From an optimization exercise on the open Yosys and OpenROAD flow, aimed at small area, a short achievable clock period and few clock cycles per item; shortcuts taken in it are not production practice.
Only simulation tests tie the RTL to the original design; equivalence was not proved.

[flow/config.mk]
export PLATFORM = sky130hd
export DESIGN_NAME = recombination_row_generator_core
export DESIGN_NICKNAME = recombination_row_generator_core
export VERILOG_FILES = /design/flow/design.v
export SDC_FILE = /design/flow/constraint.sdc
export NUM_CORES = 4
export LEC_CHECK = 0
export CAP_MARGIN = 20
export CORE_MARGIN = 2
export CORE_UTILIZATION = 40
export SLEW_MARGIN = 20
[flow/constraint.sdc]
create_clock -name core_clock -period 11.0 [get_ports {clk}]
set_input_delay 2.2000 -clock core_clock [delete_from_list [all_inputs] [get_ports {clk}]]
set_output_delay 2.2000 -clock core_clock [all_outputs]
set_load 0.01 [all_outputs]
[flow/design.v]
package rrg_pkg;
    localparam int MAX_LOCI  = 6;
    localparam int FRAC_BITS = 16;
    localparam int RATE_REGS = MAX_LOCI - 1;
    localparam int NUM_LEAF  = 1 << (MAX_LOCI - 1);
    localparam int GENO_W    = MAX_LOCI;
    localparam int LOCI_W    = 3;
    localparam int RATE_W    = 16;
    localparam int PROB_W    = FRAC_BITS + 1;
    localparam int LEAF_W    = FRAC_BITS;
    localparam int CFG_IDX_W = 3;
    localparam logic [PROB_W-1:0] PROB_ONE = PROB_W'(1) << FRAC_BITS;
    localparam logic [CFG_IDX_W-1:0] REG_NUM_LOCI   = 3'd0;
    localparam logic [CFG_IDX_W-1:0] REG_RATE_FIRST = 3'd1;
    localparam logic [CFG_IDX_W-1:0] REG_RATE_LAST  = 3'd5;
endpackage
module rrg_ram #(
    parameter int WIDTH = 17,
    parameter int DEPTH = 64
) (
    input  logic                     clk,
    input  logic                     we,
    input  logic [$clog2(DEPTH)-1:0] waddr,
    input  logic [WIDTH-1:0]         wdata,
    input  logic [$clog2(DEPTH)-1:0] raddr,
    output logic [WIDTH-1:0]         rdata
);
    logic [WIDTH-1:0] mem [DEPTH];
    always_ff @(posedge clk)
    begin
        if (we)
        begin
            mem[waddr] <= wdata;
        end
        rdata <= mem[raddr];
    end
endmodule
import rrg_pkg::*;
module recombination_row_generator_core (
    input  logic                          clk,
    input  logic                          rst_n,
    input  logic                          in_valid,
    output logic                          in_stall,
    input  logic [rrg_pkg::GENO_W-1:0]    parent_a,
    input  logic [rrg_pkg::GENO_W-1:0]    parent_b,
    output logic                          out_valid,
    input  logic                          out_stall,
    output logic [rrg_pkg::GENO_W-1:0]    zygote,
    output logic [rrg_pkg::PROB_W-1:0]    probability,
    output logic                          last,
    input  logic                          cfg_valid,
    output logic                          cfg_ready,
    input  logic [rrg_pkg::CFG_IDX_W-1:0] cfg_index,
    input  logic [rrg_pkg::RATE_W-1:0]    cfg_data
);
    logic [LOCI_W-1:0] num_loci_reg;
    logic [RATE_W-1:0] rate_reg [RATE_REGS];
    assign cfg_ready = 1'b1;
    always_ff @(posedge clk or negedge rst_n)
    begin
        if (!rst_n)
        begin
            num_loci_reg <= LOCI_W'(1);
            for (int i = 0; i < RATE_REGS; i++)
            begin
                rate_reg[i] <= '0;
            end
        end
        else if (cfg_valid)
        begin
            if (cfg_index == REG_NUM_LOCI)
            begin
                num_loci_reg <= cfg_data[LOCI_W-1:0];
            end
            else if (cfg_index >= REG_RATE_FIRST && cfg_index <= REG_RATE_LAST)
            begin
                rate_reg[cfg_index - REG_RATE_FIRST] <= cfg_data;
            end
        end
    end
    logic [LOCI_W-1:0] n_used;
    always_comb
    begin
        if (num_loci_reg == '0)
            n_used = LOCI_W'(1);
        else if (num_loci_reg > LOCI_W'(MAX_LOCI))
            n_used = LOCI_W'(MAX_LOCI);
        else
            n_used = num_loci_reg;
    end
    logic [GENO_W-1:0] lmask;
    assign lmask = GENO_W'((GENO_W+1)'(1) << n_used) - GENO_W'(1);
    logic              eng_start;    
    logic              eng_busy;
    logic              leaf_ok;
    logic [2:0]        eng_k;        
    logic [PROB_W-1:0] eng_p;        
    logic [RATE_W-1:0] stk [1:4];    
    logic [4:1]        pend;
    logic [RATE_W-1:0]   eng_r;
    logic [2*RATE_W-1:0] eng_prod;
    logic [RATE_W-1:0]   eng_cross;
    logic                eng_sticky;
    logic [PROB_W-1:0]   eng_nocross;
    assign eng_r       = ((eng_k + 3'd1) < n_used) ? rate_reg[eng_k] : '0;
    assign eng_prod    = eng_p[RATE_W-1:0] * eng_r;
    assign eng_cross   = eng_p[RATE_W] ? eng_r : eng_prod[2*RATE_W-1:RATE_W];
    assign eng_sticky  = |eng_prod[RATE_W-1:0];
    assign eng_nocross = eng_p - PROB_W'(eng_cross) - PROB_W'(eng_sticky);
    logic [LEAF_W-2:0] lx [16];
    logic [LEAF_W-1:0] ln [16];
    always_ff @(posedge clk or negedge rst_n)
    begin
        if (!rst_n)
        begin
            eng_start <= 1'b1;
            eng_busy  <= 1'b0;
            leaf_ok   <= 1'b0;
        end
        else if (eng_start || cfg_valid)
        begin
            eng_start <= 1'b0;
            eng_busy  <= 1'b1;
            leaf_ok   <= 1'b0;
        end
        else if (eng_busy && eng_k == 3'd4 && pend == '0)
        begin
            eng_busy <= 1'b0;
            leaf_ok  <= 1'b1;
        end
    end
    always_ff @(posedge clk)
    begin
        if (eng_start || cfg_valid)
        begin
            eng_k <= 3'd0;
            eng_p <= PROB_ONE;
            pend  <= '0;
        end
        else if (eng_busy)
        begin
            if (eng_k != 3'd4)
            begin
                eng_k                  <= eng_k + 3'd1;
                eng_p                  <= eng_nocross;
                stk[eng_k + 3'd1]      <= eng_cross;
                pend[eng_k + 3'd1]     <= 1'b1;
            end
            else
            begin
                for (int i = 15; i > 0; i--)
                begin
                    lx[i] <= lx[i-1];
                    ln[i] <= ln[i-1];
                end
                lx[0] <= eng_cross[RATE_W-1:1];
                ln[0] <= eng_nocross[PROB_W-1:1];
                if (pend[4])
                begin
                    eng_k   <= 3'd4;
                    eng_p   <= PROB_W'(stk[4]);
                    pend[4] <= 1'b0;
                end
                else if (pend[3])
                begin
                    eng_k   <= 3'd3;
                    eng_p   <= PROB_W'(stk[3]);
                    pend[3] <= 1'b0;
                end
                else if (pend[2])
                begin
                    eng_k   <= 3'd2;
                    eng_p   <= PROB_W'(stk[2]);
                    pend[2] <= 1'b0;
                end
                else if (pend[1])
                begin
                    eng_k   <= 3'd1;
                    eng_p   <= PROB_W'(stk[1]);
                    pend[1] <= 1'b0;
                end
            end
        end
    end
    logic              pb_valid;
    logic [GENO_W-1:0] pb_a, pb_d, pb_zf;
    logic              cu_valid;
    logic [GENO_W-1:0] cu_a, cu_d, cu_zf;
    logic [GENO_W-1:0] z_reg;
    logic              out_valid_reg;
    logic [GENO_W-1:0] zygote_reg;
    logic [PROB_W-1:0] prob_reg;
    logic              last_reg;
    logic              in_take;
    logic              out_free;
    logic              fire;
    logic              z_last;
    logic              cu_load;
    logic [GENO_W-1:0] in_a, in_d, in_zf;
    assign in_stall = pb_valid | ~leaf_ok;
    assign in_take  = in_valid & ~in_stall;
    assign in_a     = parent_a & lmask;
    assign in_d     = (parent_a ^ parent_b) & lmask;
    assign in_zf    = lmask;
    assign out_free = ~out_valid_reg | ~out_stall;
    assign fire     = cu_valid & out_free;
    assign z_last   = (z_reg == cu_zf);
    assign cu_load  = ~cu_valid | (fire & z_last);
    always_ff @(posedge clk or negedge rst_n)
    begin
        if (!rst_n)
        begin
            pb_valid      <= 1'b0;
            cu_valid      <= 1'b0;
            out_valid_reg <= 1'b0;
        end
        else
        begin
            if (cu_load)
                cu_valid <= pb_valid | in_take;
            if (in_take && !cu_load)
                pb_valid <= 1'b1;
            else if (cu_load)
                pb_valid <= 1'b0;
            if (out_free)
                out_valid_reg <= cu_valid;
        end
    end
    always_ff @(posedge clk)
    begin
        if (in_take && !cu_load)
        begin
            pb_a  <= in_a;
            pb_d  <= in_d;
            pb_zf <= in_zf;
        end
        if (cu_load)
        begin
            cu_a  <= pb_valid ? pb_a  : in_a;
            cu_d  <= pb_valid ? pb_d  : in_d;
            cu_zf <= pb_valid ? pb_zf : in_zf;
            z_reg <= '0;
        end
        else if (fire)
        begin
            z_reg <= z_reg + GENO_W'(1);
        end
    end
    function automatic logic [GENO_W-1:0] mask_of_leaf(input logic [4:0] c);
        logic [GENO_W-1:0] m;
        m = '0;
        m[4] = c[0];
        m[3] = c[0] ^ c[1];
        m[2] = c[0] ^ c[1] ^ c[2];
        m[1] = c[0] ^ c[1] ^ c[2] ^ c[3];
        m[0] = c[0] ^ c[1] ^ c[2] ^ c[3] ^ c[4];
        mask_of_leaf = m;
    endfunction
    logic [GENO_W-1:0] x;
    logic              x_ok;
    logic [31:0]       sel;
    logic [LEAF_W-1:0] sum;
    logic [PROB_W-1:0] prob_calc;
    assign x    = z_reg ^ cu_a;
    assign x_ok = ((x & ~cu_d) == '0);
    for (genvar c = 0; c < 32; c++)
    begin : g_sel
        logic [GENO_W-1:0] u;
        assign u      = (x ^ mask_of_leaf(5'(c))) & cu_d;
        assign sel[c] = (u == '0) || (u == cu_d);
    end
    logic [LEAF_W-1:0] term [32];
    for (genvar i = 0; i < 16; i++)
    begin : g_term
        assign term[2*i]   = sel[31 - 2*i] ? LEAF_W'(lx[i]) : '0;
        assign term[2*i+1] = sel[30 - 2*i] ? ln[i] : '0;
    end
    assign sum = term[0]  + term[1]  + term[2]  + term[3]  + term[4]  + term[5]  + term[6]  + term[7]
               + term[8]  + term[9]  + term[10] + term[11] + term[12] + term[13] + term[14] + term[15]
               + term[16] + term[17] + term[18] + term[19] + term[20] + term[21] + term[22] + term[23]
               + term[24] + term[25] + term[26] + term[27] + term[28] + term[29] + term[30] + term[31];
    always_comb
    begin
        if (!x_ok)
            prob_calc = '0;
        else if (cu_d == '0)
            prob_calc = {sum, 1'b0};
        else
            prob_calc = {1'b0, sum};
    end
    always_ff @(posedge clk)
    begin
        if (fire)
        begin
            zygote_reg <= z_reg;
            prob_reg   <= prob_calc;
            last_reg   <= z_last;
        end
    end
    assign out_valid   = out_valid_reg;
    assign zygote      = zygote_reg;
    assign probability = prob_reg;
    assign last        = last_reg;
endmodule
[flow/run.sh]
#!/bin/bash
# synth_recipe.tcl (not shown) runs the flow's synth.tcl, then flattens the netlist and writes it again
# the make line also repeats each setting of config.mk as NAME=value (left out here)
make -C /OpenROAD-flow-scripts/flow DESIGN_CONFIG=/design/flow/config.mk WORK_HOME=/design/flow/orfs CLKGATE_MAP_FILE= SYNTH_SCRIPT=/design/flow/synth_recipe.tcl finish
==> run summary <==
[area by class of cell]
cell class | instances | area (µm²) | share of cell area
Multi-Input combinational cell | 2476 | 24300 | 0.443
Sequential cell | 739 | 21400 | 0.390
Inverter | 739 | 2770 | 0.0505
Clock buffer | 105 | 2290 | 0.0417
Tap cell | 1625 | 2030 | 0.0370
Timing Repair Buffer | 166 | 1490 | 0.0272
Clock inverter | 45 | 558 | 0.0102
[stage by stage]
stage | area (µm²) | hold WS [ns] | instances
final | 54900 | 0.427 | 5895
after global routing | 54900 | 0.441 | 5895
after CTS | 54800 | 0.424 | 5889
after detailed placement | 51900 | 0.424 | 5739
after global placement | 51900 | 0.422 | 5738
after floorplan | 48900 | 0.403 | 4087
[layer usage]
metal / track usage / vias up / wire, µm / share of wire
li1: - / 13300 / - / -
met1: 0.253 / 14900 / 49200 / 0.45
met2: 0.304 / 572 / 54200 / 0.49
met3: 0.0196 / 140 / 4070 / 0.037
met4: 0.0494 / 0 / 2600 / 0.024
met5: 0 / - / 0 / 0
[worst register-to-register path, delay by kind of cell, from the launching register on]
kind | cells | cell delay (ns)
compound gates | 17 | 3.60
xor+xnor | 2 | 0.32
fa+ha+maj | 11 | 4.34
buf+inv | 8 | 0.70
flops | 1 | 0.39
simple gates | 6 | 0.80
[cells in the final DEF (no fill, tap or decap), drive strengths merged, types with 20 or more instances in the layout]
| cell | count |
|---|---|
| inv | 741 |
| nand2 | 699 |
| edfxtp | 620 |
| fa | 619 |
| and2 | 210 |
| ha | 180 |
| buf | 106 |
| clkbuf | 105 |
| nor2 | 93 |
| mux2 | 92 |
| dfrtp | 87 |
| a21oi | 81 |
| xnor2 | 79 |
| o21ai | 61 |
| clkdlybuf4s50 | 60 |
| a22oi | 43 |
| xor2 | 38 |
| o22ai | 37 |
| dfxtp | 30 |
| clkinv | 28 |
| a31oi | 22 |
| nor3 | 20 |
[path summary, 6_finish.rpt]
kind / endpoint / slack [ns]
min in group asynchronous: rate_reg[4][7] / 1.49
max in group asynchronous: cu_valid / 8.43
min: ln[13][6] / 0.43
max: eng_p[15] / 0.70
max reg2reg: eng_p[15] / 0.70
min reg2reg: ln[13][6] / 0.43
[what timing repair did]
item | 4_1_cts | 5_1_grt
buffers inserted | 0 | 5
endpoints found under the hold margin | 0 | 0
setup endpoints to repair | 0 | 21
resized for setup | 0 | 37
[logic make-up (layout without fill, tap and decap cells)]
group,count (synthesis),after routing,synth area share
AO/OA/AOI/OAI,341,341,0.0456
XOR/XNOR,121,121,0.0228
adder cells (fa/ha/maj),799,799,0.300
buffers and inverters,873,1055,0.0673
flip-flops,739,739,0.439
multiplexers,109,109,0.0247
other,2,3,0.000154
AND/OR/NAND/NOR,1102,1103,0.101
==> run summary <==
outcome timing/DRC/antenna clean; most frequent cell after synthesis inv_1; Syn Inst Count 4086; Vias/cell 4.90; Worst Path Required 11.49 ns; CP Max Fanout 9; CP max stage delay 0.54 ns; CTS max path bufs 3; fin crit period 10.30 ns; # setup viols final 0; min-delay src ln[12][6]; Main synth FF type edfxtp_1; Syn Area/Cell 12.0 µm²; FF-to-FF Start eng_k[1]; GRT Total Usage 0.182; worst slack, placed 0.264 ns; Worst path depth 44; nets@finish 5039; DIE HEIGHT 353 µm; Core ar. 122000 µm²; number of buffers added on ports 61; Reg2Reg Depth 44; CP Capture Type flip-flop; Max Cap Viol 0; CTS root buffer clkbuf_16; share of the synthesized area in the top cell type 0.381; critical path startpoint category flip-flop; CTS Sinks 739; CP arrival 10.80 ns; Clock transition at path regs 0.07 ns; row count 128; Worst Tran Pin Value 1.26 ns; vias 28900; largest net degree at the start of global routing 183; FFs w/ async S/R, synth 0.120; initial antenna violation count 0; TNS Setup 0 ns; Clock Skew 0.0338 ns; Die Area 125000 µm²; Seq cells post-synth 739; number of synthesized flops with an enable pin 620; Antenna Nets Post-Route 0; die width 353 µm; vias in the first global route 30900; # diodes 0; global-route wire length before repair 178000 µm; Num CTS Buffers 82; Residual DRC 0; Final period util 0.937; Post-Syn Area 48900 µm²; Area growth syn-to-layout 12.5%; Layout Utilization 0.452; dominant cell type by area after synthesis edfxtp_1; crit path from eng_k[1]; number of library cell types mapped by synthesis 70; Seq/Total Area, Yosys 0.439; final hold viol count 0; RSZ-0062 raised after global routing false; synth warn 5; gr ovfl total 0; Clock Latency Late Sink 0.65 ns; f_max 0.0971 GHz; Wirelength per Cell 18.7 µm; CP bufs+invs 8; H-tree levels 3; Max Slew Vio Count 0; WL final 110000 µm; setup ws final 0.698 ns; Worst Setup Path Type reg -> reg; DPL Wire Length 83100 µm; gpl congestion 0.845; slew margin rel. 0.158; Synth top cells by count 739 x inv_1, 699 x nand2_1, 620 x edfxtp_1; First DRT Iteration DRCs 2016; starting density of the core 0.402; Hold Path Cell Cnt 0; fraction of layout instances using a drive strength above 1 0.0864; Hold Buf Count CTS 0; CTS tree done; max FFs per register 256; Crit path max-delay family adder cells; layout filler cell count 11100; critical path's slowest cell o21ai_1; top cells by area, synth edfxtp_1 38%, fa_1 25%, inv_1 5.7%, nand2_1 5.4%, ha_1 4.6%; worst min-delay path class reg -> reg; first drt pass iteration count 7; I/O pin total 63
Testbench counts, summed over its fixed seeds: cycles 12,800, pairs 240.

separate check: timing with driven ports:
How much do the figures lean on ideal ports? The routed layout below was timed once more, with nothing changed but the port constraints.
Step 1 (the two cells are an assumption about what drives the block):
set clk [get_ports {clk}]
set_driving_cell -lib_cell sky130_fd_sc_hd__clkbuf_16 $clk
set_driving_cell -lib_cell sky130_fd_sc_hd__buf_2 [delete_from_list [all_inputs] $clk]
Step 2 also shifts input and output timing later by t, the mid clock arrival at the registers, as if the neighbouring blocks saw the same clock.
a / b / c = ideal ports / drivers / drivers and shift; a / b = the first two.
t (ns): 0.706
setup WS [ns]: 0.698 / 0.698 / 0.698
worst setup path after step 2: register to register
pins driven straight from the clock port: 1
After both steps this run still meets setup and hold. The setup slack of this run moves by 0.000 ns with the drivers and by 0.000 ns with both steps.
